This is an optimization exercise on Yosys and OpenROAD, whose aim is small area, not a production implementation.
Function was checked by simulation only, so behaviour that the tests miss may differ from the original.
Power figures rest on the tool's default switching activity, not on a simulated workload. The clock port is modelled as an ideal driver; clocking choices that lean on that would not hold on a real chip.

`flow/flow/run.sh`:
```
#!/bin/bash
# The standard ORFS layout (standard.sh) with these changes:
# - synthesis maps the combinational logic for area (flow/mysynth.tcl) and
#   leaves adders to abc instead of half/full adder cells;
# - clock tree synthesis inserts no dummy loads, clusters 35 flip-flops per
#   clkbuf_16 and uses clkbuf_4 above the leaf buffers.
# All of make's output goes to make_finish.log; ORFS keeps each step's log
# under orfs/logs/.
set -euo pipefail
export FLOW_WORK="$PWD"
bash standard.sh ADDER_MAP_FILE= SYNTH_SCRIPT="$PWD/flow/mysynth.tcl" \
    CTS_ARGS="-sink_clustering_enable -repair_clock_nets -sink_clustering_size 35 -sink_clustering_max_diameter 100 -dont_use_dummy_load -root_buf sky130_fd_sc_hd__clkbuf_4 -buf_list {sky130_fd_sc_hd__clkbuf_4 sky130_fd_sc_hd__clkbuf_16} -sink_clustering_buffer sky130_fd_sc_hd__clkbuf_16" \
    finish > make_finish.log 2>&1
```
`flow/flow/mysynth.tcl`:
```
# synth_recipe.tcl (the standard synthesis) with only the technology mapping of
# the combinational logic changed: abc runs an area-oriented script instead of
# ORFS's delay-oriented one. Flip-flops are mapped before abc runs, so the
# registers, their names and their cells are the standard synthesis's.
proc abc {args} {
  set out {}
  set i 0
  while {$i < [llength $args]} {
    set a [lindex $args $i]
    if {$a eq "-script" || $a eq "-constr" || $a eq "-D"} {
      incr i 2
      continue
    }
    lappend out $a
    incr i
  }
  yosys abc {*}$out -script "+strash;&get,-n;&st;&syn2;&dch,-f;&nf,-R,1000;&put;"
}
source $::env(FLOW_WORK)/synth_recipe.tcl
```
`flow/standard.sh`:
```
#!/bin/bash
# synth_recipe.tcl (not shown) runs the flow's synth.tcl, then flattens the netlist and writes it again
# the make line also repeats each setting of config.mk as NAME=value (left out here)
make -C /OpenROAD-flow-scripts/flow DESIGN_CONFIG=/design/flow/config.mk WORK_HOME=/design/flow/orfs CLKGATE_MAP_FILE= SYNTH_SCRIPT=/design/flow/synth_recipe.tcl "${@:-finish}"
```
`flow/config.mk`:
```
export PLATFORM = sky130hd
export DESIGN_NAME = uart_axil_bridge_top
export DESIGN_NICKNAME = uart_axil_bridge_top
export VERILOG_FILES = /design/flow/design.v
export SDC_FILE = /design/flow/constraint.sdc
export NUM_CORES = 4
export LEC_CHECK = 0
export CAP_MARGIN = 20
export CORE_MARGIN = 2
export CORE_UTILIZATION = 65
export PLACE_DENSITY = 0.75
export SLEW_MARGIN = 20
```
`flow/constraint.sdc`:
```
create_clock -name core_clock -period 5.0 [get_ports {aclk}]
set_input_delay 1.0000 -clock core_clock [delete_from_list [all_inputs] [get_ports {aclk}]]
set_output_delay 1.0000 -clock core_clock [all_outputs]
set_load 0.01 [all_outputs]
```
`flow/design.v`:
```
`timescale 1ns/1ps
module uart_axil_bridge_top #(
    parameter int N_BANKS       = 4,
    parameter int REGS_PER_BANK = 8,
    parameter int CLKS_PER_BIT  = 8
) (
    input  logic aclk,
    input  logic aresetn,
    input  logic rxd,
    output logic txd
);
    localparam logic [3:0] ST_START = 4'd15;
    localparam logic [3:0] ST_STOP  = 4'd8;
    localparam logic [3:0] ST_PEND  = 4'd10;    
    localparam logic [3:0] ST_ACT   = 4'd11;    
    localparam logic [3:0] ST_CLR   = 4'd12;    
    localparam logic [3:0] ST_IDLE  = 4'd14;
    logic [1:0]   sync;
    logic [6:0]   t;
    logic [7:0]   f [8];
    logic [127:0] g [8];
    logic         rx_busy;
    logic [2:0]   rx_bit;
    logic [3:0]   rx_byte;
    logic         rb;
    logic         cand_wr;        
    logic         op_ok;          
    logic         err;            
    logic [3:0]   st;
    logic [3:0]   tx_by;
    logic         nb;
    logic         ph0;
    logic         clr;
    logic         pend;
    logic         act;
    logic         rx_wr;
    logic         rx_last;
    logic         ftap;
    logic         fresh;
    logic         txv;
    logic [1:0]   w;
    logic         gout;
    logic         wbit;
    logic         cbit;
    logic         win0;
    logic         g_wr;
    logic         f_cp;
    logic         in_set;
    assign ph0     = t[2:0] == 3'd0;
    assign clr     = st == ST_CLR;
    assign pend    = st == ST_PEND;
    assign act     = st == ST_ACT;
    assign rx_wr   = !rx_byte[3] && t[2:0] == rx_bit;
    assign rx_last = rx_wr && rx_byte[2:0] == 3'd7 && rx_bit == 3'd7;
    always_comb
    begin
        case (rx_byte[2:0])
            3'd0:    in_set = rx_bit >= 3'd5;
            3'd1:    in_set = rx_bit >= 3'd2;
            3'd2,
            3'd3:    in_set = 1'b1;
            default: in_set = 1'b0;
        endcase
    end
    assign w    = {f[0][4], f[0][3]};
    assign gout = g[tx_by[2:0]][0];
    assign wbit = f[{1'b1, t[4:3]}][0];
    assign cbit = gout && !err;
    assign win0 = pend && t[4:0] == 5'd31 && t[6:5] == w;
    assign g_wr = act && cand_wr && !err;
    assign f_cp = act && !cand_wr;
    assign ftap  = f[tx_by[2:0]][0];
    assign fresh = (t[2:0] == st[2:0]) ? ftap : nb;
    always_comb
    begin
        if (st[3])
        begin
            txv = st != ST_START;
        end
        else if (tx_by[3])
        begin
            txv = !st[2] ? err : (st[1:0] == 2'd0) ? !cand_wr : !txd;
        end
        else
        begin
            txv = fresh;
        end
    end
    always_ff @(posedge aclk)
    begin
        sync <= {sync[0], rxd};
        if (!aresetn)
        begin
            t       <= 7'd1;
            rx_busy <= 1'b0;
            rx_bit  <= 3'd7;
            rx_byte <= 4'd14;
            st      <= ST_CLR;
            txd     <= 1'b1;
        end
        else
        begin
            t <= t + 1'b1;
            if (ph0)
            begin
                if (!rx_busy)
                begin
                    rx_busy <= !sync[1];
                end
                else
                begin
                    rx_bit <= rx_bit + 1'b1;
                    if (rx_bit == 3'd6)
                    begin
                        rx_busy <= 1'b0;
                    end
                    if (rx_bit == 3'd7)
                    begin
                        rx_byte <= rx_byte + 1'b1;
                    end
                end
                txd <= txv;
            end
            if (rx_last)
            begin
                rx_byte <= 4'd14;
            end
            case (st)
                ST_STOP:
                begin
                    if (ph0) st <= (tx_by == 4'd7) ? ST_IDLE : ST_START;
                end
                ST_PEND:
                begin
                    if (win0) st <= ST_ACT;
                end
                ST_ACT:
                begin
                    if (t[4:0] == 5'd31) st <= ST_START;
                end
                ST_CLR:
                begin
                    if (t == 7'd0) st <= ST_IDLE;
                end
                ST_START, 4'd0, 4'd1, 4'd2, 4'd3, 4'd4, 4'd5, 4'd6, 4'd7:
                begin
                    if (ph0) st <= st + 1'b1;
                end
                default:
                begin
                    if (rx_last && op_ok) st <= ST_PEND;
                end
            endcase
        end
    end
    always_ff @(posedge aclk)
    begin
        if (ph0 && rx_busy)
        begin
            rb <= sync[1];
        end
        if (rx_wr)
        begin
            if (rx_byte[2:0] == 3'd0 && rx_bit == 3'd0)
            begin
                err <= 1'b0;
            end
            else if (rb && in_set)
            begin
                err <= 1'b1;
            end
        end
        if (rx_byte == 4'd15 && t[2:0] == rx_bit && rx_bit[2])
        begin
            case (rx_bit[1:0])
                2'd0: begin cand_wr <= !rb; op_ok <= 1'b1; end
                2'd1, 2'd3: op_ok <= op_ok && (rb == cand_wr);
                default: op_ok <= op_ok && (rb != cand_wr);
            endcase
        end
        if (win0)
        begin
            tx_by[2:0] <= {f[1][2], f[1][1], f[0][5]};
        end
        else if (act && t[4:0] == 5'd31)
        begin
            tx_by <= 4'd15;
        end
        else if (ph0 && st == ST_STOP)
        begin
            tx_by <= tx_by + 1'b1;
        end
        nb <= fresh;
    end
    always_ff @(posedge aclk)
    begin
        for (int b = 0; b < 8; b++)
        begin
            if (rx_wr && rx_byte[2:0] == 3'(b))
            begin
                f[b] <= {rb, f[b][7:1]};
            end
            else if (f_cp && b >= 4 && t[4:3] == 2'(b - 4))
            begin
                f[b] <= {cbit, f[b][7:1]};
            end
            else
            begin
                f[b] <= {f[b][0], f[b][7:1]};
            end
        end
    end
    always_ff @(posedge aclk)
    begin
        for (int l = 0; l < 8; l++)
        begin
            g[l] <= {clr ? 1'b0 : (g_wr && tx_by[2:0] == 3'(l)) ? wbit : g[l][0], g[l][127:1]};
        end
    end
endmodule
```
==> results.json, run 1 <==
{
  "status": "complete, no violations",
  "wl_per_cell_microns": 14.5,
  "path_clk_slew_ps": 110,
  "cp_slowest_cell": "clkdlybuf4s50_1",
  "grt_overflow_total": 0,
  "maxCapViolCount": 0,
  "p_per_area_mw_per_mm2": 501,
  "hold_violations": 0,
  "finalSetupViolations": 0,
  "clock.fmax_mhz": 381,
  "antenna_left": 0,
  "syn_nets": 1343,
  "synth_cell_types": 35,
  "cp_max_fo": 3,
  "finalMaxSlewViolations": 0,
  "syn_inst": 1340,
  "critical_path.cell_chain": "clkdlybuf4s50_1",
  "numCtsBuffers": 38,
  "fp.dieArea_sq_mm": 0.0381,
  "relSlewSlack": 0.523,
  "via_per_inst": 4.48,
  "peakVddDrop_v": 0.000371,
  "hpwl_microns": 13900,
  "pre_cts_ws_ps": 2570,
  "yosysMostFrequentCell": "dfxtp_1",
  "htree_levels": 2,
  "clockBufferDepth": 3,
  "leakagePower_nw": 9.93,
  "antenna_found_initial": 1,
  "rsz0062_at_grt": "no",
  "synth.top_cell.area_share": 0.936,
  "grt.total_usage": 0.146,
  "yosysTopAreaCell": "dfxtp_1",
  "synth_commonest_cells": "dfxtp_1, nor2_1, a21oi_1",
  "cpLargestDelayFamily": "buffers and inverters",
  "arrival_ps": 1620,
  "grt_pass1_wl_microns": 44100,
  "synth_edf_count": 8,
  "ys.flop_type": "dfxtp_1",
  "cts_tree": "yes",
  "place.gp.congestion": 0.766,
  "fin_worst_skew_ps": 103,
  "end_kind": "output port",
  "netlist_top_cells_area": "dfxtp_1, edfxtp_1, a21oi_1",
  "io_pins": 4,
  "wl_microns": 26800,
  "drtIter0Drc": 420,
  "synthToLayoutAreaGrowth_pct": 6.24,
  "grt_pass1_vias": 8436,
  "row_count": 70,
  "hp-class": "flip-flop to flip-flop",
  "critPathMaxStageDelay_ps": 540,
  "clock_sinks": 1119,
  "worst_slack_ps": 2380,
  "postSynthAreaPerCell_sq_um": 17.7,
  "fin_tns_setup_ps": 0,
  "drive_gt1_frac": 0.0282,
  "hold_buffers": 0,
  "die_x_microns": 195,
  "grt_max_degree": 36,
  "final.period_utilization": 0.525,
  "path_class": "flip-flop to output port",
  "initial_core_util": 0.654,
  "async_flop_share": 0,
  "firstDrtPassIters": 4,
  "worst_slew_pin_slew_ps": 714,
  "post_cts_buffers": 0,
  "cts_resized": 0,
  "power_mw": 12.7,
  "start_kind": "flip-flop",
  "cts-root-buf": "clkbuf_4",
  "synth_area_sq_mm": 0.0238,
  "insertion_delay_ps": 810,
  "min_period_ps": 2620,
  "drc": 0,
  "die_y_microns": 195,
  "yosys_warnings": 3,
  "route.vias.total": 8288,
  "nets": 1386,
  "cp.required_ps": 4000,
  "coreArea_sq_mm": 0.0363,
  "io_buffers": 3,
  "ys_ff_latch": 1119,
  "ys_seq_area_frac": 0.946,
  "crit_buf_inv": 1
}
[routing by layer]
layer	routed length, microns	vias up	share of wire	track usage
met3	803	41	0.030	0.0263
li1	-	4305	-	-
met5	0	-	0	0
met2	11200	75	0.42	0.218
met1	14200	3867	0.53	0.221
met4	615	0	0.023	0.0433
[state kept, by name, indices dropped and copies added, names as in the netlist]
name and count:
g 1024, f 64, t 7, rx_byte 4, st 4, tx_by 4
rx_bit 3, sync 2, cand_wr 1, err 1, nb 1, op_ok 1
rb 1, rx_busy 1, txd 1
[logic make-up (layout without fill, tap and decap cells)]
group           Yosys count  after routing  synth area share
mux                      15             15           0.00700
flops                  1119           1119             0.946
other cells               0              2                 0
simple gates            115            115            0.0236
xor+xnor                 16             16           0.00590
buf+inv                   7             48           0.00111
compound gates           68             68            0.0164
[placed cells by master (no fill, tap or decap), drive strengths merged, types with 3 or more instances in the layout]
| cell type | netlist | layout |
|---|---|---|
| nand3b | 3 | 3 |
| nor3 | 13 | 13 |
| mux2 | 3 | 3 |
| and3 | 5 | 5 |
| xnor2 | 12 | 12 |
| o21a | 3 | 3 |
| a21oi | 28 | 28 |
| dfxtp | 1111 | 1111 |
| nor4 | 5 | 5 |
| clkdlybuf4s50 | 0 | 3 |
| nor2b | 4 | 4 |
| o21ai | 20 | 20 |
| clkbuf | 0 | 38 |
| nand3 | 11 | 11 |
| a31oi | 6 | 6 |
| edfxtp | 8 | 8 |
| nor2 | 30 | 30 |
| mux2i | 11 | 11 |
| nand2 | 26 | 26 |
| nor3b | 5 | 5 |
| clkinv | 7 | 7 |
| and2 | 7 | 7 |
| xor2 | 4 | 4 |
[path summary, 6_finish.rpt]
path	start	slack, ps	to	cells past startpoint
worst max-delay path	txd$_SDFFE_PN1P_	2380	txd	1
worst min register to register	g[4][115]$_DFF_P_	240	g[4][114]$_DFF_P_	0
worst max register to register	st[1]$_SDFFE_PN0P_	2620	g[6][127]$_SDFF_PP0_	7
worst min-delay path	g[4][115]$_DFF_P_	240	g[4][114]$_DFF_P_	0
[where the power goes]
part | internal (mW) | leakage [nW] | switching [mW] | total, mW
Sequential | 8.94 | 9.02 | 0.0370 | 8.98
Clock | 1.22 | 0.430 | 2.29 | 3.52
Combinational | 0.0592 | 0.476 | 0.0921 | 0.151
Total | 10.2 | 9.93 | 2.42 | 12.7
[final cells by class]
cell class	count	area, sq um
sequential	1119	22500
antenna	2	5.00
timing repair buffer	3	30.0
multi-input combinational	214	1260
tap	468	586
inverter	7	26.3
fill	2287	11100
clock buffer	38	863
[through the flow]
stage	util	hold slack (ps)	instances	instance area, sq um
2_1_floorplan	-	310	1340	23800
3_3_place_gp	0.671	310	1811	24400
3_5_place_dp	0.671	312	1811	24400
4_1_cts	0.695	251	1849	25200
5_1_grt	0.695	261	1850	25200
6_report	0.695	245	1851	25200
==> run 2: changes to the inputs <==
==> flow/flow/run.sh (replaced) <==
#!/bin/bash
# The standard ORFS layout (standard.sh) with these changes:
# - synthesis maps the combinational logic for area (flow/mysynth.tcl) and
#   leaves adders to abc instead of half/full adder cells;
# - clock tree synthesis inserts no dummy loads, clusters 34 flip-flops per
#   clkbuf_16 and uses clkbuf_4 above the leaf buffers.
# All of make's output goes to make_finish.log; ORFS keeps each step's log
# under orfs/logs/.
set -euo pipefail
export FLOW_WORK="$PWD"
bash standard.sh ADDER_MAP_FILE= SYNTH_SCRIPT="$PWD/flow/mysynth.tcl" \
    CTS_ARGS="-sink_clustering_enable -repair_clock_nets -sink_clustering_size 36 -sink_clustering_max_diameter 100 -dont_use_dummy_load -root_buf sky130_fd_sc_hd__clkbuf_4 -buf_list {sky130_fd_sc_hd__clkbuf_4 sky130_fd_sc_hd__clkbuf_16} -sink_clustering_buffer sky130_fd_sc_hd__clkbuf_16" \
    finish > make_finish.log 2>&1
==> flow/flow/mysynth.tcl (replaced) <==
# synth_recipe.tcl (the standard synthesis) with only the technology mapping of
# the combinational logic changed: abc runs an area-oriented script (with a
# 30 s &deepsyn pass) instead of ORFS's delay-oriented one. Flip-flops are
# mapped before abc runs, so the registers, their names and their cells are
# the standard synthesis's.
proc abc {args} {
  set out {}
  set i 0
  while {$i < [llength $args]} {
    set a [lindex $args $i]
    if {$a eq "-script" || $a eq "-constr" || $a eq "-D"} {
      incr i 2
      continue
    }
    lappend out $a
    incr i
  }
  yosys abc {*}$out -script "+strash;&get,-n;&st;&deepsyn,-T,30;&dch,-f;&nf,-R,1000;&put;"
}
source $::env(FLOW_WORK)/synth_recipe.tcl
==> run 2 against run 1 <==
  * Clock skew fell by 27 ps
  * Non-clock buffer count unchanged
  * Worst setup slack worse by 110 ps
  * Sequential power decreased by 0.4%
  * Maximum frequency decreased by 4.0%
  * Flip-flop and latch count did not move
  * Via count shrank 1.4%
  * Critical endpoint unchanged
  * Largest power group unchanged
==> results.json, run 2 <==
{
  "status": "complete, no violations",
  "min_period_ps": 2730,
  "async_flop_share": 0,
  "via_per_inst": 4.45,
  "fillCellCount": 2240,
  "grt_max_degree": 37,
  "yosysMostFrequentCell": "dfxtp_1",
  "synth_edf_count": 8,
  "leakagePower_nw": 9.90,
  "coreArea_sq_mm": 0.0357,
  "cts_resized": 0,
  "cts_tree": "yes",
  "synth-compound-area-share": 0.0184,
  "insertion_delay_ps": 810,
  "route.vias.total": 8172,
  "reg_top3": "g: 1024 flops, f: 64 flops, t: 7 flops",
  "yosys_warnings": 3,
  "initial_core_util": 0.663,
  "worstReg2RegEnd": "st[1]$_SDFFE_PN0P_",
  "ys_seq_area_frac": 0.949,
  "ys.flop_type": "dfxtp_1",
  "clock.fmax_mhz": 366,
  "io_pins": 4,
  "r2r_slack_ps": 2560,
  "fp.dieArea_sq_mm": 0.0380,
  "whs_endpoint": "g[4][64]$_DFF_P_",
  "hold_violations": 0,
  "end_kind": "output port",
  "antenna_found_initial": 1,
  "cp.required_ps": 4000,
  "largest-register": "g",
  "finalSetupViolations": 0,
  "synth_top_family_by_area": "simple AND/OR/NAND/NOR gates",
  "r2r_start": "rx_bit[0]$_SDFFE_PN1P_",
  "cpLargestDelayFamily": "buffers and inverters",
  "ys_ff_latch": 1119,
  "htree_levels": 2,
  "hold_depth": 0,
  "antenna_left": 0,
  "cp_max_fo": 3,
  "yosys.area_share.simple": 0.0232,
  "rsz0062_at_grt": "no",
  "firstDrtPassIters": 4,
  "grt_pass1_vias": 8097,
  "start_kind": "flip-flop",
  "postSynthAreaPerCell_sq_um": 17.7,
  "cp_slowest_cell": "clkdlybuf4s50_1",
  "pre_cts_ws_ps": 2560,
  "path_class": "flip-flop to output port",
  "drive_gt1_frac": 0.0276,
  "min-delay-start": "g[4][65]$_DFF_P_",
  "wl_per_cell_microns": 13.6,
  "synthMuxAreaShare": 0.00396,
  "io_buffers": 3,
  "relSlewSlack": 0.562,
  "syn_nets": 1338,
  "most-common-layout-cells": "dfxtp_1, nor2_1, o21ai_0",
  "clockBufferDepth": 3,
  "critPathMaxStageDelay_ps": 550,
  "hp-class": "flip-flop to flip-flop",
  "wl_microns": 25000,
  "grt.total_usage": 0.134,
  "worst_slack_ps": 2270,
  "final_common_cell": "dfxtp_1",
  "hold_buffers": 0,
  "synth.top_cell.area_share": 0.939,
  "arrival_ps": 1730,
  "synth_cell_types": 36,
  "die_y_microns": 195,
  "crit_buf_inv": 1,
  "drtIter0Drc": 414,
  "synth_xor_area_frac": 0.00481,
  "cts-root-buf": "clkbuf_4",
  "synthToLayoutAreaGrowth_pct": 6.12,
  "post_cts_buffers": 0,
  "clock_sinks": 1119,
  "fin_worst_skew_ps": 75.5,
  "hpwl_microns": 13000,
  "drc": 0,
  "place.gp.congestion": 0.769,
  "largest_register_ffs": 1024,
  "final.period_utilization": 0.546,
  "peakVddDrop_v": 0.000300,
  "yosysTopAreaCell": "dfxtp_1",
  "die_x_microns": 195,
  "fin_tns_setup_ps": 0,
  "syn_inst": 1335,
  "netlist_top_cells_area": "dfxtp_1, edfxtp_1, o21ai_0",
  "grt_pass1_wl_microns": 41000,
  "path_clk_slew_ps": 120,
  "grt_overflow_total": 0,
  "critical_path.cell_chain": "clkdlybuf4s50_1",
  "final_util": 0.703,
  "finalMaxSlewViolations": 0,
  "numCtsBuffers": 37,
  "synth_area_sq_mm": 0.0237,
  "ff2ff_path_depth": 12,
  "row_count": 69,
  "worst_slew_pin_slew_ps": 653,
  "p_per_area_mw_per_mm2": 495,
  "yosys.area_share.adder": 0,
  "synth_commonest_cells": "dfxtp_1, nor2_1, o21ai_0",
  "nets": 1380,
  "maxCapViolCount": 0
}
-- run 2: cell types whose count changed in the layout (fill, tap and decap cells not counted), sizes merged, moves of 3 or more --
cell    change
mux2i       -5
nor4        -3
nor3        -6
nor2        +5
clkinv      -4
o21ai      +13
xnor2       -5
nand2b      +3
-- run 2: final cells by class --
type | count | area, sq um | area share
multi-input cells | 213 | 1190 | 0.0475
inverters | 3 | 11.3 | 0.000448
repair buffers | 3 | 30.0 | 0.00119
well taps | 461 | 577 | 0.0229
diodes | 2 | 5.00 | 0.000199
flip-flops and latches | 1119 | 22500 | 0.894
clock buffers | 37 | 838 | 0.0333
-- run 2: worst max-delay path by stage --
stage                              endpoint                    from  cells after the start
global route                            txd        txd$_SDFFE_PN1P_                      1
CTS                                     txd        txd$_SDFFE_PN1P_                      1
detailed placement  rx_byte[1]$_SDFFE_PP1P_                 aresetn                      3
finish                                  txd        txd$_SDFFE_PN1P_                      1
floorplan                st[1]$_SDFFE_PN0P_  rx_bit[0]$_SDFFE_PN1P_                     12
global placement    rx_byte[1]$_SDFFE_PP1P_                 aresetn                      3
-- run 2: cells by family after synthesis --
| kind of cell | count (synthesis) |
|---|---|
| muxes | 8 |
| xor gates and xnor gates | 13 |
| buffers and inverters | 3 |
| AOI/OAI and AO/OA | 78 |
| and+or+nand+nor | 114 |
| DFF | 1119 |
-- run 2: per-layer routing --
metal	GRT usage	up-vias	wire, microns
li1	-	4272	-
met1	0.213	3779	13900
met2	0.186	79	9560
met3	0.0245	42	931
met4	0.0464	0	586
met5	0	-	0
-- run 2: report_power, final --
part	leakage (nW)	switching [mW]	internal (mW)	total [mW]
clock network	0.417	2.27	1.19	3.46
logic	0.460	0.0244	0.0168	0.0412
registers	9.02	0.0125	8.93	8.94
total	9.90	2.31	10.1	12.4
-- run 2: metrics by stage --
step,instances,instance area (sq um),hold WS (ps),power [mW]
floorplan,1335,23700,310,9.17
global placement,1799,24300,310,9.18
detailed placement,1799,24300,312,9.18
CTS,1836,25100,241,12.5
global route,1838,25100,240,12.8
finish,1838,25100,236,12.4
==> run 3: changes to the inputs <==
--- a/flow/flow/run.sh
+++ b/flow/flow/run.sh
@@ -10,4 +10,4 @@
 export FLOW_WORK="$PWD"
 bash standard.sh ADDER_MAP_FILE= SYNTH_SCRIPT="$PWD/flow/mysynth.tcl" \
-    CTS_ARGS="-sink_clustering_enable -repair_clock_nets -sink_clustering_size 36 -sink_clustering_max_diameter 100 -dont_use_dummy_load -root_buf sky130_fd_sc_hd__clkbuf_4 -buf_list {sky130_fd_sc_hd__clkbuf_4 sky130_fd_sc_hd__clkbuf_16} -sink_clustering_buffer sky130_fd_sc_hd__clkbuf_16" \
+    CTS_ARGS="-sink_clustering_enable -repair_clock_nets -sink_clustering_size 34 -sink_clustering_max_diameter 100 -dont_use_dummy_load -root_buf sky130_fd_sc_hd__clkbuf_4 -buf_list {sky130_fd_sc_hd__clkbuf_4 sky130_fd_sc_hd__clkbuf_16} -sink_clustering_buffer sky130_fd_sc_hd__clkbuf_16" \
     finish > make_finish.log 2>&1
==> run 3 against run 2 <==
  * Total power up 0.94%
  * Clock skew up 34 ps
  * Count of clock-buffer cells in the layout up 1
  * Largest cell class unchanged
  * Worst setup slack better by 31 ps
  * Highest routed layer unchanged
  * Still clean
  * Cell count down 0.11%
==> results.json, run 3 <==
{
  "via_per_inst": 4.54,
  "hold_violations": 0,
  "start_kind": "flip-flop",
  "cp_max_fo": 3,
  "wl_microns": 27200,
  "grt_pass1_wl_microns": 44700,
  "drtIter0Drc": 352,
  "yosysTopAreaCell": "dfxtp_1",
  "cts-root-buf": "clkbuf_4",
  "ys.flop_type": "dfxtp_1",
  "finalSetupViolations": 0,
  "most-common-layout-cells": "dfxtp_1, nor2_1, clkbuf_16",
  "worst-path-stages": 1,
  "clock_sinks": 1119,
  "final_common_cell": "dfxtp_1",
  "worst_slack_ps": 2300,
  "arrival_ps": 1700,
  "final.period_utilization": 0.540,
  "yosys_warnings": 3,
  "synth.top_cell.area_share": 0.940,
  "hp-class": "flip-flop to flip-flop",
  "cts_resized": 0,
  "finalMaxSlewViolations": 0,
  "io_buffers": 3,
  "post_cts_buffers": 0,
  "ys_seq_area_frac": 0.950,
  "place.gp.congestion": 0.757,
  "nets": 1379,
  "maxCapViolCount": 0,
  "status": "complete, no violations",
  "syn_inst": 1333,
  "insertion_delay_ps": 840,
  "grt_pass1_vias": 8426,
  "antenna_found_initial": 1,
  "synthToLayoutAreaGrowth_pct": 6.22,
  "path_class": "flip-flop to output port",
  "htree_levels": 2,
  "leakagePower_nw": 9.89,
  "final_util": 0.703,
  "clockBufferDepth": 3,
  "synth_cell_types": 38,
  "ys_ff_latch": 1119,
  "async_flop_share": 0,
  "synth_area_sq_mm": 0.0237,
  "netlist_top_cells_area": "dfxtp_1, edfxtp_1, o21ai_0",
  "pre_cts_ws_ps": 2520,
  "initial_core_util": 0.662,
  "die_x_microns": 195,
  "route.vias.total": 8332,
  "hpwl_microns": 13800,
  "clock.fmax_mhz": 370,
  "fin_tns_setup_ps": 0,
  "row_count": 69,
  "reg_top3": "g: 1024 flops, f: 64 flops, t: 7 flops",
  "wl_per_cell_microns": 14.8,
  "io_pins": 4,
  "grt_overflow_total": 0,
  "synth_edf_count": 8,
  "drive_gt1_frac": 0.0284,
  "firstDrtPassIters": 4,
  "largest_register_ffs": 1024,
  "synth_commonest_cells": "dfxtp_1, nor2_1, o21ai_0",
  "fin_worst_skew_ps": 110,
  "hold_buffers": 0,
  "min_period_ps": 2700,
  "critPathMaxStageDelay_ps": 560,
  "crit_buf_inv": 1,
  "ff2ff_path_depth": 12,
  "cpLargestDelayFamily": "buffers and inverters",
  "grt.total_usage": 0.148,
  "drc": 0,
  "peakVddDrop_v": 0.000328,
  "hold_depth": 0,
  "rsz0062_at_grt": "no",
  "die_y_microns": 195,
  "largest-register": "g",
  "critical_path.cell_chain": "clkdlybuf4s50_1",
  "fp.dieArea_sq_mm": 0.0380,
  "syn_nets": 1336,
  "antenna_left": 0,
  "worst_slew_pin_slew_ps": 560,
  "numCtsBuffers": 38,
  "cp_slowest_cell": "clkdlybuf4s50_1",
  "relSlewSlack": 0.625,
  "fin_cells": 1836,
  "cts_tree": "yes",
  "place_inst": 1797,
  "coreArea_sq_mm": 0.0357,
  "grt_max_degree": 35,
  "yosysMostFrequentCell": "dfxtp_1",
  "cp.required_ps": 4000,
  "p_per_area_mw_per_mm2": 500,
  "end_kind": "output port",
  "postSynthAreaPerCell_sq_um": 17.8,
  "path_clk_slew_ps": 120
}
-- run 3: logic make-up (layout without fill, tap and decap cells) --
logic type      count (synthesis)  in the layout  share of synthesized area
xor+xnor                       12             12                    0.00444
simple gates                  115            115                     0.0231
flops                        1119           1119                      0.950
buf+inv                         5             46                   0.000793
mux                             4              4                    0.00227
other cells                     0              1                          0
compound gates                 78             78                     0.0195
-- run 3: layer usage --
metal	vias up	track usage	wire [microns]
met2	94	0.225	11400
met4	0	0.0407	583
li1	4278	-	-
met1	3915	0.224	14300
met5	-	0	0
met3	45	0.0262	905
-- run 3: area by class of cell --
cell class / instances / area [sq um]
diodes: 1 / 2.50
clock buffers: 38 / 863
fillers: 2188 / 10600
inverters: 5 / 18.8
multi-input cells: 209 / 1170
flip-flops and latches: 1119 / 22500
well taps: 461 / 577
repair buffers: 3 / 30.0
-- run 3: stage by stage --
step / hold WS, ps / power [mW] / instance area (sq um)
CTS: 243 / 12.6 / 25100
global route: 247 / 12.9 / 25100
finish: 253 / 12.6 / 25100
global placement: 310 / 9.22 / 24300
floorplan: 310 / 9.20 / 23700
detailed placement: 312 / 9.23 / 24300
-- run 3: power by group --
| part | total (mW) | switching, mW | internal, mW |
|---|---|---|---|
| combinational | 0.0757 | 0.0469 | 0.0288 |
| clock | 3.53 | 2.31 | 1.22 |
| sequential | 8.95 | 0.0178 | 8.93 |
| total | 12.6 | 2.37 | 10.2 |
-- run 3: final timing paths --
check	end	slack [ps]	startpoint
hold reg to reg	g[5][113]$_DFF_P_	250	g[5][114]$_DFF_P_
setup / recovery	txd	2300	txd$_SDFFE_PN1P_
setup reg to reg	st[0]$_SDFFE_PN0P_	2570	t[0]$_SDFF_PN1_
hold / removal	g[5][113]$_DFF_P_	250	g[5][114]$_DFF_P_
==> run 4: changes to the inputs <==
--- a/flow/flow/run.sh
+++ b/flow/flow/run.sh
@@ -10,4 +10,4 @@
 export FLOW_WORK="$PWD"
 bash standard.sh ADDER_MAP_FILE= SYNTH_SCRIPT="$PWD/flow/mysynth.tcl" \
-    CTS_ARGS="-sink_clustering_enable -repair_clock_nets -sink_clustering_size 34 -sink_clustering_max_diameter 100 -dont_use_dummy_load -root_buf sky130_fd_sc_hd__clkbuf_4 -buf_list {sky130_fd_sc_hd__clkbuf_4 sky130_fd_sc_hd__clkbuf_16} -sink_clustering_buffer sky130_fd_sc_hd__clkbuf_16" \
+    CTS_ARGS="-sink_clustering_enable -repair_clock_nets -sink_clustering_size 35 -sink_clustering_max_diameter 150 -dont_use_dummy_load -root_buf sky130_fd_sc_hd__clkbuf_4 -buf_list {sky130_fd_sc_hd__clkbuf_4 sky130_fd_sc_hd__clkbuf_16} -sink_clustering_buffer sky130_fd_sc_hd__clkbuf_16" \
     finish > make_finish.log 2>&1
==> run 4 against run 3 <==
  * Design area about the same
  * Synthesized area about the same
  * Hold slack lost 7.9 ps
  * Critical path type unchanged
  * Non-clock buffer count unchanged
==> results.json, run 4 <==
{
  "largest-register": "g",
  "path_class": "flip-flop to output port",
  "synth_edf_count": 8,
  "min_period_ps": 2630,
  "synthToLayoutAreaGrowth_pct": 6.11,
  "synthMuxAreaShare": 0.00396,
  "syn_nets": 1338,
  "grt_overflow_total": 0,
  "io_buffers": 3,
  "grt_pass1_vias": 8349,
  "synth_area_sq_mm": 0.0237,
  "cts-root-buf": "clkbuf_4",
  "yosys.area_share.adder": 0,
  "cp_max_fo": 3,
  "finalSetupViolations": 0,
  "wl_per_cell_microns": 13.9,
  "ys_ff_latch": 1119,
  "path_clk_slew_ps": 120,
  "wl_microns": 25600,
  "cts_tree": "yes",
  "die_y_microns": 195,
  "ys_seq_area_frac": 0.949,
  "finalMaxSlewViolations": 0,
  "firstDrtPassIters": 5,
  "clock.fmax_mhz": 380,
  "post_cts_buffers": 0,
  "final_area_sq_mm": 0.0251,
  "drc": 0,
  "start_kind": "flip-flop",
  "leakagePower_nw": 9.90,
  "io_pins": 4,
  "place.gp.congestion": 0.769,
  "largest_register_ffs": 1024,
  "grt_pass1_wl_microns": 42800,
  "cpLargestDelayFamily": "buffers and inverters",
  "drive_gt1_frac": 0.0276,
  "fin_tns_setup_ps": 0,
  "synth.top_cell.area_share": 0.939,
  "peakVddDrop_v": 0.000458,
  "synth-compound-area-share": 0.0184,
  "insertion_delay_ps": 800,
  "critPathMaxStageDelay_ps": 550,
  "final.period_utilization": 0.526,
  "synth_cell_types": 36,
  "hold_depth": 0,
  "postSynthAreaPerCell_sq_um": 17.7,
  "clock_sinks": 1119,
  "rsz0062_at_grt": "no",
  "p_per_area_mw_per_mm2": 495,
  "yosys_warnings": 3,
  "worst-path-stages": 1,
  "fin_cells": 1837,
  "final_common_cell": "dfxtp_1",
  "ff2ff_path_depth": 12,
  "synth_top_family_by_area": "simple AND/OR/NAND/NOR gates",
  "grt.total_usage": 0.140,
  "via_per_inst": 4.48,
  "regArea_sq_mm": 0.0225,
  "status": "complete, no violations",
  "coreArea_sq_mm": 0.0357,
  "hp-class": "flip-flop to flip-flop",
  "end_kind": "output port",
  "drtIter0Drc": 436,
  "hold_buffers": 0,
  "place_inst": 1799,
  "die_x_microns": 195,
  "worst_slack_ps": 2370,
  "yosys.area_share.simple": 0.0232,
  "clockBufferDepth": 3,
  "relSlewSlack": 0.539,
  "numCtsBuffers": 37,
  "hpwl_microns": 13000,
  "synth_commonest_cells": "dfxtp_1, nor2_1, o21ai_0",
  "postPlaceCellArea_sq_mm": 0.0243,
  "synth_xor_area_frac": 0.00481,
  "cp_slowest_cell": "clkdlybuf4s50_1",
  "multi_input_area_sq_mm": 0.00119,
  "htree_levels": 2,
  "syn_inst": 1335,
  "initial_core_util": 0.663,
  "cp.required_ps": 4000,
  "arrival_ps": 1630,
  "antenna_left": 0,
  "hold_violations": 0,
  "route.vias.total": 8232,
  "grt_max_degree": 36,
  "r2r_slack_ps": 2560,
  "reg_top3": "g: 1024 flops, f: 64 flops, t: 7 flops",
  "crit_buf_inv": 1,
  "final_util": 0.703,
  "worst_slew_pin_slew_ps": 687,
  "critical_path.cell_chain": "clkdlybuf4s50_1",
  "ys.flop_type": "dfxtp_1",
  "nets": 1380,
  "netlist_top_cells_area": "dfxtp_1, edfxtp_1, o21ai_0",
  "row_count": 69,
  "antenna_found_initial": 1,
  "async_flop_share": 0,
  "fp.dieArea_sq_mm": 0.0380,
  "cts_resized": 0,
  "fillCellCount": 2247,
  "maxCapViolCount": 0,
  "yosysMostFrequentCell": "dfxtp_1",
  "fin_worst_skew_ps": 98.8,
  "pre_cts_ws_ps": 2560,
  "most-common-layout-cells": "dfxtp_1, nor2_1, o21ai_0",
  "yosysTopAreaCell": "dfxtp_1"
}
==> run 4: cell types whose count changed after synthesis, sizes merged, moves of 4 or more <==
cell    previous run  this run
mux2i              2         6
nand2b             0         4
nor2              40        35
a21oi             22        28
==> run 4: path summary, 6_finish.rpt <==
kind | startpoint | endpoint
max | txd$_SDFFE_PN1P_ | txd
min | g[7][13]$_DFF_P_ | g[7][12]$_DFF_P_
max reg2reg | rx_bit[0]$_SDFFE_PN1P_ | st[1]$_SDFFE_PN0P_
min reg2reg | g[7][13]$_DFF_P_ | g[7][12]$_DFF_P_
==> run 4: layout make-up <==
cell class	instances	area share
Sequential cell	1119	0.894
Clock buffer	37	0.0334
Antenna cell	1	0.0000996
Inverter	3	0.000448
Multi-Input combinational cell	213	0.0475
Tap cell	461	0.0229
Timing Repair Buffer	3	0.00119
==> run 4: cells by family after synthesis <==
| family | count (synthesis) |
|---|---|
| AOI/OAI and AO/OA | 78 |
| DFF | 1119 |
| and+or+nand+nor | 114 |
| buffers and inverters | 3 |
| muxes | 8 |
| xor gates and xnor gates | 13 |
==> run 4: worst reg2reg max path: stages (launching register included) <==
cell     delay, ps
dfxtp_1        540
xnor2_1        160
nand2_1         90
nor3_1         280
nand4_1        190
nor2_1         180
a31oi_1        130
o21a_1         140
a21oi_1        190
nand3_1        140
nand2_1         90
o21ai_0         70
and2_0         160
==> run 4: per-layer routing <==
metal  GRT usage  share of wire  up-vias
met2       0.200           0.40       99
li1            -              -     4268
met4      0.0410          0.020        0
met3      0.0243          0.034       34
met1       0.221           0.55     3831
met5           0              0        -
==> run 4: metrics by stage <==
step           hold slack [ps]  power (mW)
3_5_place_dp               312        9.18
2_1_floorplan              310        9.17
6_report                   245        12.4
4_1_cts                    237        12.6
5_1_grt                    234        12.8
3_3_place_gp               310        9.18
==> run 4: where the power goes <==
group | leakage (nW) | total (mW) | switching [mW] | internal [mW]
clock | 0.417 | 3.45 | 2.26 | 1.19
combinational | 0.460 | 0.0415 | 0.0247 | 0.0168
sequential | 9.02 | 8.94 | 0.0125 | 8.93
total | 9.90 | 12.4 | 2.30 | 10.1
==> run 5: changes to the inputs <==
--- a/flow/flow/run.sh
+++ b/flow/flow/run.sh
@@ -3,5 +3,5 @@
 # - synthesis maps the combinational logic for area (flow/mysynth.tcl) and
 #   leaves adders to abc instead of half/full adder cells;
-# - clock tree synthesis inserts no dummy loads, clusters 34 flip-flops per
+# - clock tree synthesis inserts no dummy loads, clusters up to 35 flip-flops per
 #   clkbuf_16 and uses clkbuf_4 above the leaf buffers.
 # All of make's output goes to make_finish.log; ORFS keeps each step's log
==> run 5 against run 4 <==
  * Still clean on timing, DRC and antenna
  * Die area stayed put
  * Register-to-register slack hardly changed
  * Sequential power hardly changed
  * Clock skew stayed put
  * Synthesized area stayed put
  * Global-route usage stayed put
  * Count of clock-buffer cells in the layout stayed put
  * Flip-flop and latch count stayed put
  * Worst setup slack stayed put
  * Maximum frequency stayed put
  * Cell count stayed put
  * Total power stayed put
  * Critical path type unchanged
  * Critical endpoint unchanged
  * Largest cell class unchanged
==> results.json, run 5 <==
{
  "cts_resized": 0,
  "peakVddDrop_v": 0.000458,
  "worst_slack_ps": 2370,
  "synthToLayoutAreaGrowth_pct": 6.11,
  "synth_cell_types": 36,
  "io_buffers": 3,
  "clock.fmax_mhz": 380,
  "pre_cts_ws_ps": 2560,
  "synth.top_cell.area_share": 0.939,
  "initial_core_util": 0.663,
  "nets": 1380,
  "postSynthAreaPerCell_sq_um": 17.7,
  "firstDrtPassIters": 5,
  "hp-class": "flip-flop to flip-flop",
  "finalSetupViolations": 0,
  "min_period_ps": 2630,
  "synth_edf_count": 8,
  "rsz0062_at_grt": "no",
  "reg_top3": "g: 1024 flops, f: 64 flops, t: 7 flops",
  "row_count": 69,
  "most-common-layout-cells": "dfxtp_1, nor2_1, o21ai_0",
  "numCtsBuffers": 37,
  "wl_per_cell_microns": 13.9,
  "die_x_microns": 195,
  "synth_commonest_cells": "dfxtp_1, nor2_1, o21ai_0",
  "worst_slew_pin_slew_ps": 687,
  "via_per_inst": 4.48,
  "synth_area_sq_mm": 0.0237,
  "ys.flop_type": "dfxtp_1",
  "io_pins": 4,
  "wl_microns": 25600,
  "htree_levels": 2,
  "final.period_utilization": 0.526,
  "final_common_cell": "dfxtp_1",
  "ys_ff_latch": 1119,
  "critical_path.cell_chain": "clkdlybuf4s50_1",
  "drc": 0,
  "crit_buf_inv": 1,
  "syn_inst": 1335,
  "arrival_ps": 1630,
  "yosysTopAreaCell": "dfxtp_1",
  "min-delay-start": "g[7][13]$_DFF_P_",
  "antenna_left": 0,
  "ff2ff_path_depth": 12,
  "path_class": "flip-flop to output port",
  "hold_violations": 0,
  "worstReg2RegEnd": "st[1]$_SDFFE_PN0P_",
  "largest_register_ffs": 1024,
  "drtIter0Drc": 436,
  "ys_seq_area_frac": 0.949,
  "route.vias.total": 8232,
  "cp.required_ps": 4000,
  "relSlewSlack": 0.539,
  "grt_max_degree": 36,
  "worstSetupStartpoint": "txd$_SDFFE_PN1P_",
  "cts_tree": "yes",
  "place.gp.congestion": 0.769,
  "grt.total_usage": 0.140,
  "fin_tns_setup_ps": 0,
  "cp_slowest_cell": "clkdlybuf4s50_1",
  "grt_pass1_vias": 8349,
  "crit_end": "txd",
  "insertion_delay_ps": 800,
  "antenna_found_initial": 1,
  "syn_nets": 1338,
  "netlist_top_cells_area": "dfxtp_1, edfxtp_1, o21ai_0",
  "die_y_microns": 195,
  "yosys_warnings": 3,
  "postPlaceCellArea_sq_mm": 0.0243,
  "r2r_start": "rx_bit[0]$_SDFFE_PN1P_",
  "hpwl_microns": 13000,
  "coreArea_sq_mm": 0.0357,
  "place_inst": 1799,
  "p_per_area_mw_per_mm2": 495,
  "largest-register": "g",
  "fin_worst_skew_ps": 98.8,
  "maxCapViolCount": 0,
  "clockBufferDepth": 3,
  "cts-root-buf": "clkbuf_4",
  "yosysMostFrequentCell": "dfxtp_1",
  "grt_overflow_total": 0,
  "cp_max_fo": 3,
  "async_flop_share": 0,
  "path_clk_slew_ps": 120,
  "end_kind": "output port",
  "finalMaxSlewViolations": 0,
  "drive_gt1_frac": 0.0276,
  "cpLargestDelayFamily": "buffers and inverters",
  "r2r_slack_ps": 2560,
  "status": "complete, no violations",
  "clock_sinks": 1119,
  "grt_pass1_wl_microns": 42800,
  "fp.dieArea_sq_mm": 0.0380,
  "hold_buffers": 0,
  "critPathMaxStageDelay_ps": 550,
  "final_area_sq_mm": 0.0251,
  "final_util": 0.703,
  "post_cts_buffers": 0,
  "leakagePower_nw": 9.90,
  "worst-path-stages": 1,
  "fin_cells": 1837,
  "start_kind": "flip-flop"
}
-- run 5: layout make-up --
class / count / area [sq um]
antenna: 1 / 2.50
inverter: 3 / 11.3
clock buffer: 37 / 838
fill: 2247 / 10600
timing repair buffer: 3 / 30.0
multi-input combinational: 213 / 1190
sequential: 1119 / 22500
tap: 461 / 577
-- run 5: metal layers --
layer	share of wire	track usage
met1	0.55	0.221
met2	0.40	0.200
met3	0.034	0.0243
met4	0.020	0.0410
met5	0	0
-- run 5: how the worst min path moves through the flow --
| stage | to | slack, ps | depth (start not counted) |
|---|---|---|---|
| 5_1_grt | g[0][98]$_DFF_P_ | 230 | 0 |
| 4_1_cts | f[5][1]$_DFF_P_ | 240 | 0 |
| 2_1_floorplan | f[0][0]$_DFF_P_ | 310 | 0 |
| 3_3_place_gp | f[5][3]$_DFF_P_ | 310 | 0 |
| 6_report | g[7][12]$_DFF_P_ | 240 | 0 |
| 3_5_place_dp | g[1][99]$_DFF_P_ | 310 | 0 |
-- run 5: report_power, final --
group          switching [mW]  total, mW  internal [mW]
Combinational          0.0247     0.0415         0.0168
Clock                    2.26       3.45           1.19
Sequential             0.0125       8.94           8.93
-- run 5: kinds of logic (layout without fill, tap and decap cells) --
group,count (synthesis),after routing,synth area share
buffers and inverters,3,43,0.000475
other,0,1,0
XOR/XNOR,13,13,0.00481
flip-flops,1119,1119,0.949
AND/OR/NAND/NOR,114,114,0.0232
AO/OA/AOI/OAI,78,78,0.0184
multiplexers,8,8,0.00396
-- run 5: per-stage QoR --
step / power, mW / hold WS (ps)
final: 12.4 / 245
after global routing: 12.8 / 234
after CTS: 12.6 / 237
after detailed placement: 9.18 / 312
after global placement: 9.18 / 310
after floorplan: 9.17 / 310
==> run 6: changes to the inputs <==
==> flow/flow/run.sh (replaced) <==
#!/bin/bash
# The standard ORFS layout (standard.sh) with these changes:
# - synthesis maps the combinational logic for area (flow/mysynth.tcl) and
#   leaves adders to abc instead of half/full adder cells;
# - clock tree synthesis inserts no dummy loads, clusters up to 38 flip-flops per
#   clkbuf_16 and uses clkbuf_4 above the leaf buffers.
# All of make's output goes to make_finish.log; ORFS keeps each step's log
# under orfs/logs/.
set -euo pipefail
export FLOW_WORK="$PWD"
bash standard.sh ADDER_MAP_FILE= SYNTH_SCRIPT="$PWD/flow/mysynth.tcl" \
    CTS_ARGS="-sink_clustering_enable -repair_clock_nets -sink_clustering_size 38 -sink_clustering_max_diameter 150 -dont_use_dummy_load -root_buf sky130_fd_sc_hd__clkbuf_4 -buf_list {sky130_fd_sc_hd__clkbuf_4 sky130_fd_sc_hd__clkbuf_16} -sink_clustering_buffer sky130_fd_sc_hd__clkbuf_16" \
    finish > make_finish.log 2>&1
--- a/flow/config.mk
+++ b/flow/config.mk
@@ -8,5 +8,5 @@
 export CAP_MARGIN = 20
 export CORE_MARGIN = 2
-export CORE_UTILIZATION = 65
-export PLACE_DENSITY = 0.75
+export CORE_UTILIZATION = 85
+export PLACE_DENSITY = 0.92
 export SLEW_MARGIN = 20
==> run 6 against run 5 <==
  * The run now fails in detailed placement
  * Synthesized cell count unchanged
  * Synthesized area unchanged
==> results.json, run 6 <==
{
  "status": "aborted with a tool error",
  "lastStage": "detailed placement",
  "firstError": "Error: detail_place.tcl, 38 bad optional access",
  "die_y_microns": 171,
  "syn_inst": 1335,
  "ys.flop_type": "dfxtp_1",
  "syn_nets": 1338,
  "yosysMostFrequentCell": "dfxtp_1",
  "synthMuxAreaShare": 0.00396,
  "row_count": 61,
  "die_x_microns": 171,
  "synth_edf_count": 8,
  "synth_top_family_by_area": "simple AND/OR/NAND/NOR gates",
  "ys_seq_area_frac": 0.949,
  "synth_area_sq_mm": 0.0237,
  "synth_commonest_cells": "dfxtp_1, nor2_1, o21ai_0",
  "async_flop_share": 0,
  "postSynthAreaPerCell_sq_um": 17.7,
  "io_pins": 4,
  "yosys.area_share.adder": 0,
  "synth.top_cell.area_share": 0.939,
  "netlist_top_cells_area": "dfxtp_1, edfxtp_1, o21ai_0",
  "synth_xor_area_frac": 0.00481,
  "synth-compound-area-share": 0.0184,
  "io_buffers": 3,
  "initial_core_util": 0.857,
  "place.gp.congestion": 0.860,
  "synth_cell_types": 36,
  "ys_ff_latch": 1119,
  "yosys.area_share.simple": 0.0232,
  "yosysTopAreaCell": "dfxtp_1",
  "yosys_warnings": 3
}
==> run 6: worst min-delay path by stage <==
stage                          startpoint           endpoint  slack, ps
after global placement  g[4][121]$_DFF_P_  g[4][120]$_DFF_P_        310
after floorplan           f[0][1]$_DFF_P_    f[0][0]$_DFF_P_        310
==> run 6: cells by family after synthesis <==
family | Yosys count
DFF | 1119
muxes | 8
AOI/OAI and AO/OA | 78
and+or+nand+nor | 114
xor gates and xnor gates | 13
buffers and inverters | 3
==> run 6: power groups by stage <==
stage / logic (mW) / clock network, mW / registers [mW]
floorplan: 0.0306 / 0 / 9.14
global placement: 0.0390 / 0 / 9.14
==> run 7: changes to the inputs <==
==> flow/run.sh (new file) <==
#!/bin/bash
# synth_recipe.tcl (not shown) runs the flow's synth.tcl, then flattens the netlist and writes it again
# the make line also repeats each setting of config.mk as NAME=value (left out here)
make -C /OpenROAD-flow-scripts/flow DESIGN_CONFIG=/design/flow/config.mk WORK_HOME=/design/flow/orfs CLKGATE_MAP_FILE= SYNTH_SCRIPT=/design/flow/synth_recipe.tcl finish
--- a/flow/config.mk
+++ b/flow/config.mk
@@ -8,5 +8,7 @@
 export CAP_MARGIN = 20
 export CORE_MARGIN = 2
-export CORE_UTILIZATION = 85
-export PLACE_DENSITY = 0.92
+export CORE_UTILIZATION = 65
+export CTS_CLUSTER_DIAMETER = 100
+export CTS_CLUSTER_SIZE = 34
+export PLACE_DENSITY = 0.75
 export SLEW_MARGIN = 20
removed: flow/flow/run.sh
removed: flow/flow/mysynth.tcl
removed: flow/standard.sh
==> run 7 against run 6 <==
  * Synthesized area grew 2.5%
  * Synthesized cell count grew 3.5%
  * Now clean on timing, DRC and antenna
==> results.json, run 7 <==
{
  "status": "complete, no violations",
  "power_mw": 13.0,
  "synth-compound-area-share": 0.0172,
  "drc": 0,
  "busiest_layer": "met2",
  "cts-root-buf": "clkbuf_16",
  "most-common-layout-cells": "dfxtp_1, clkbuf_16, nand2_1",
  "synth_cell_types": 53,
  "synth_area_sq_mm": 0.0243,
  "insertion_delay_ps": 570,
  "postPlaceCellArea_sq_mm": 0.0248,
  "fillCellCount": 2265,
  "grt_overflow_total": 0,
  "clockBufferDepth": 3,
  "synth_edf_count": 8,
  "cp_max_fo": 3,
  "pre_cts_ws_ps": 2190,
  "fin_cells": 1885,
  "io_pins": 4,
  "worst_slew_pin_slew_ps": 665,
  "synthToLayoutAreaGrowth_pct": 6.57,
  "numCtsBuffers": 38,
  "coreArea_sq_mm": 0.0367,
  "row_count": 70,
  "synth_commonest_cells": "dfxtp_1, nand2_1, ha_1",
  "place_inst": 1839,
  "hold_violations": 0,
  "worst_slack_ps": 2480,
  "wl_microns": 27900,
  "path_clk_slew_ps": 120,
  "cpLargestDelayFamily": "buffers and inverters",
  "syn_inst": 1382,
  "largest_register_ffs": 1024,
  "cts_tree": "yes",
  "die_x_microns": 197,
  "syn_nets": 1409,
  "netlist_top_cells_area": "dfxtp_1, ha_1, edfxtp_1",
  "grtUsageMet2": 0.233,
  "fin_worst_skew_ps": 19.5,
  "ys.flop_type": "dfxtp_1",
  "postSynthAreaPerCell_sq_um": 17.6,
  "clock.fmax_mhz": 397,
  "grt.total_usage": 0.149,
  "p_per_area_mw_per_mm2": 504,
  "nets": 1438,
  "rsz0062_at_grt": "no",
  "finalMaxSlewViolations": 0,
  "die_y_microns": 197,
  "leakagePower_nw": 10.3,
  "via_per_inst": 4.57,
  "peakVddDrop_v": 0.000402,
  "reg_top3": "g: 1024 flops, f: 64 flops, t: 7 flops",
  "antenna_left": 0,
  "whs_ps": 323,
  "largest-register": "g",
  "relSlewSlack": 0.556,
  "post_cts_buffers": 0,
  "use_met1": 0.213,
  "grt_pass1_vias": 8674,
  "insertedDiodeCount": 0,
  "final.period_utilization": 0.503,
  "r2r_slack_ps": 2550,
  "htree_levels": 2,
  "fp.dieArea_sq_mm": 0.0389,
  "synthMuxAreaShare": 0.00820,
  "crit_buf_inv": 1,
  "cp.required_ps": 4000,
  "ys_seq_area_frac": 0.926,
  "yosys.area_share.adder": 0.0124,
  "grt_use_met3": 0.0278,
  "synth_top_family_by_area": "simple AND/OR/NAND/NOR gates",
  "grt_pass1_wl_microns": 45500,
  "cp_slowest_cell": "clkdlybuf4s50_1",
  "hpwl_microns": 14600,
  "synth.top_cell.area_share": 0.916,
  "place.gp.congestion": 0.800,
  "drive_gt1_frac": 0.0381,
  "clock_sinks": 1119,
  "ys_ff_latch": 1119,
  "finalSetupViolations": 0,
  "final_common_cell": "dfxtp_1",
  "path_class": "flip-flop to output port",
  "initial_core_util": 0.661,
  "yosysTopAreaCell": "dfxtp_1",
  "hold_buffers": 0,
  "critical_path.cell_chain": "clkdlybuf4s50_1",
  "firstDrtPassIters": 4,
  "cts_resized": 0,
  "critPathMaxStageDelay_ps": 550,
  "final_util": 0.705,
  "grt_max_degree": 36,
  "synth_xor_area_frac": 0.00577,
  "fin_tns_setup_ps": 0,
  "yosys.area_share.simple": 0.0245,
  "end_kind": "output port",
  "maxCapViolCount": 0,
  "io_buffers": 3,
  "antenna_found_initial": 0,
  "yosysMostFrequentCell": "dfxtp_1",
  "wl_per_cell_microns": 14.8,
  "hp-class": "flip-flop to flip-flop",
  "route.vias.total": 8609,
  "min_period_ps": 2520,
  "arrival_ps": 1520,
  "start_kind": "flip-flop",
  "async_flop_share": 0,
  "final_area_sq_mm": 0.0259,
  "yosys_warnings": 3,
  "drtIter0Drc": 372
}
-- run 7: changes by cell type after synthesis, sizes merged, moves of 6 or more --
| cell | before | now |
|---|---|---|
| clkbuf | 0 | 8 |
| nor2 | 35 | 20 |
| ha | 0 | 24 |
| a21boi | 0 | 7 |
| inv | 0 | 18 |
| a21oi | 28 | 7 |
| buf | 0 | 6 |
| nand3 | 11 | 22 |
| o21ai | 33 | 12 |
| mux2i | 6 | 12 |
-- run 7: worst paths after layout --
| kind | from | end | cells after the start |
|---|---|---|---|
| max reg2reg | tx_by[2]$_DFFE_PP_ | f[5][7]$_DFF_P_ | 6 |
| min | g[7][10]$_DFF_P_ | g[7][9]$_DFF_P_ | 0 |
| max | txd$_SDFFE_PN1P_ | txd | 1 |
| min reg2reg | g[7][10]$_DFF_P_ | g[7][9]$_DFF_P_ | 0 |
-- run 7: where the power goes --
group | leakage (nW) | total [mW] | switching [mW] | internal, mW
registers | 9.02 | 8.98 | 0.0369 | 8.94
clock network | 0.514 | 3.84 | 2.33 | 1.50
logic | 0.792 | 0.210 | 0.123 | 0.0866
-- run 7: cell type report --
class                   instances  area, sq um  area share
multi-input cells             231         1650      0.0639
flip-flops and latches       1119        22500       0.869
well taps                     468          586      0.0226
inverters                      18         67.6     0.00261
clock inverters                 1         5.00    0.000194
repair buffers                  3         30.0     0.00116
clock buffers                  45         1040      0.0402
-- run 7: cells by family (layout without fill, tap and decap cells) --
| family | count (synthesis) | after routing |
|---|---|---|
| DFF | 1119 | 1119 |
| xor gates and xnor gates | 16 | 16 |
| buffers and inverters | 32 | 67 |
| and+or+nand+nor | 114 | 114 |
| adders and majority gates | 24 | 24 |
| muxes | 18 | 18 |
| AOI/OAI and AO/OA | 59 | 59 |
-- run 7: layer usage --
layer | part of all wire | wire length (microns)
met5 | 0 | 0
met4 | 0.021 | 586
met3 | 0.034 | 956
met2 | 0.43 | 12100
met1 | 0.51 | 14300

## what the ideal ports hide
How much do the figures lean on ideal ports? The routed layouts below were timed once more, with nothing changed but the port constraints.
Step 1 (the two cells are an assumption about what drives the block):
set clk [get_ports {aclk}]
set_driving_cell -lib_cell sky130_fd_sc_hd__clkbuf_16 $clk
set_driving_cell -lib_cell sky130_fd_sc_hd__buf_2 [delete_from_list [all_inputs] $clk]
Step 2, shift: input delay + t, output delay - t, t = (earliest + latest rising clock arrival at the registers) / 2. This alone moves slack from input paths to output paths.
Slacks: ideal / step 1 / step 2; pairs: ideal / step 1.
run	shift t [ns]	slack for setup (ns)	hold slack, ns	worst setup path at the end	cell pins on the clock port's net
run 1	0.803	2.376 / 2.333 / 2.608	0.245 / 0.245 / 0.245	input to register	1
run 2	0.822	2.268 / 2.219 / 2.556	0.236 / 0.236 / 0.236	register to register	1
run 3	0.824	2.299 / 2.255 / 2.536	0.253 / 0.253 / 0.253	input to register	1
run 4	0.795	2.368 / 2.320 / 2.528	0.245 / 0.245 / 0.245	input to register	1
run 5	0.795	2.368 / 2.320 / 2.528	0.245 / 0.245 / 0.245	input to register	1
run 7	0.610	2.484 / 2.434 / 2.196	0.323 / 0.323 / 0.323	input to register	1
After both steps setup and hold are still met in every run listed. The setup slack of run 7, which loses most, moves by -0.050 ns with the drivers and by -0.288 ns with both steps.
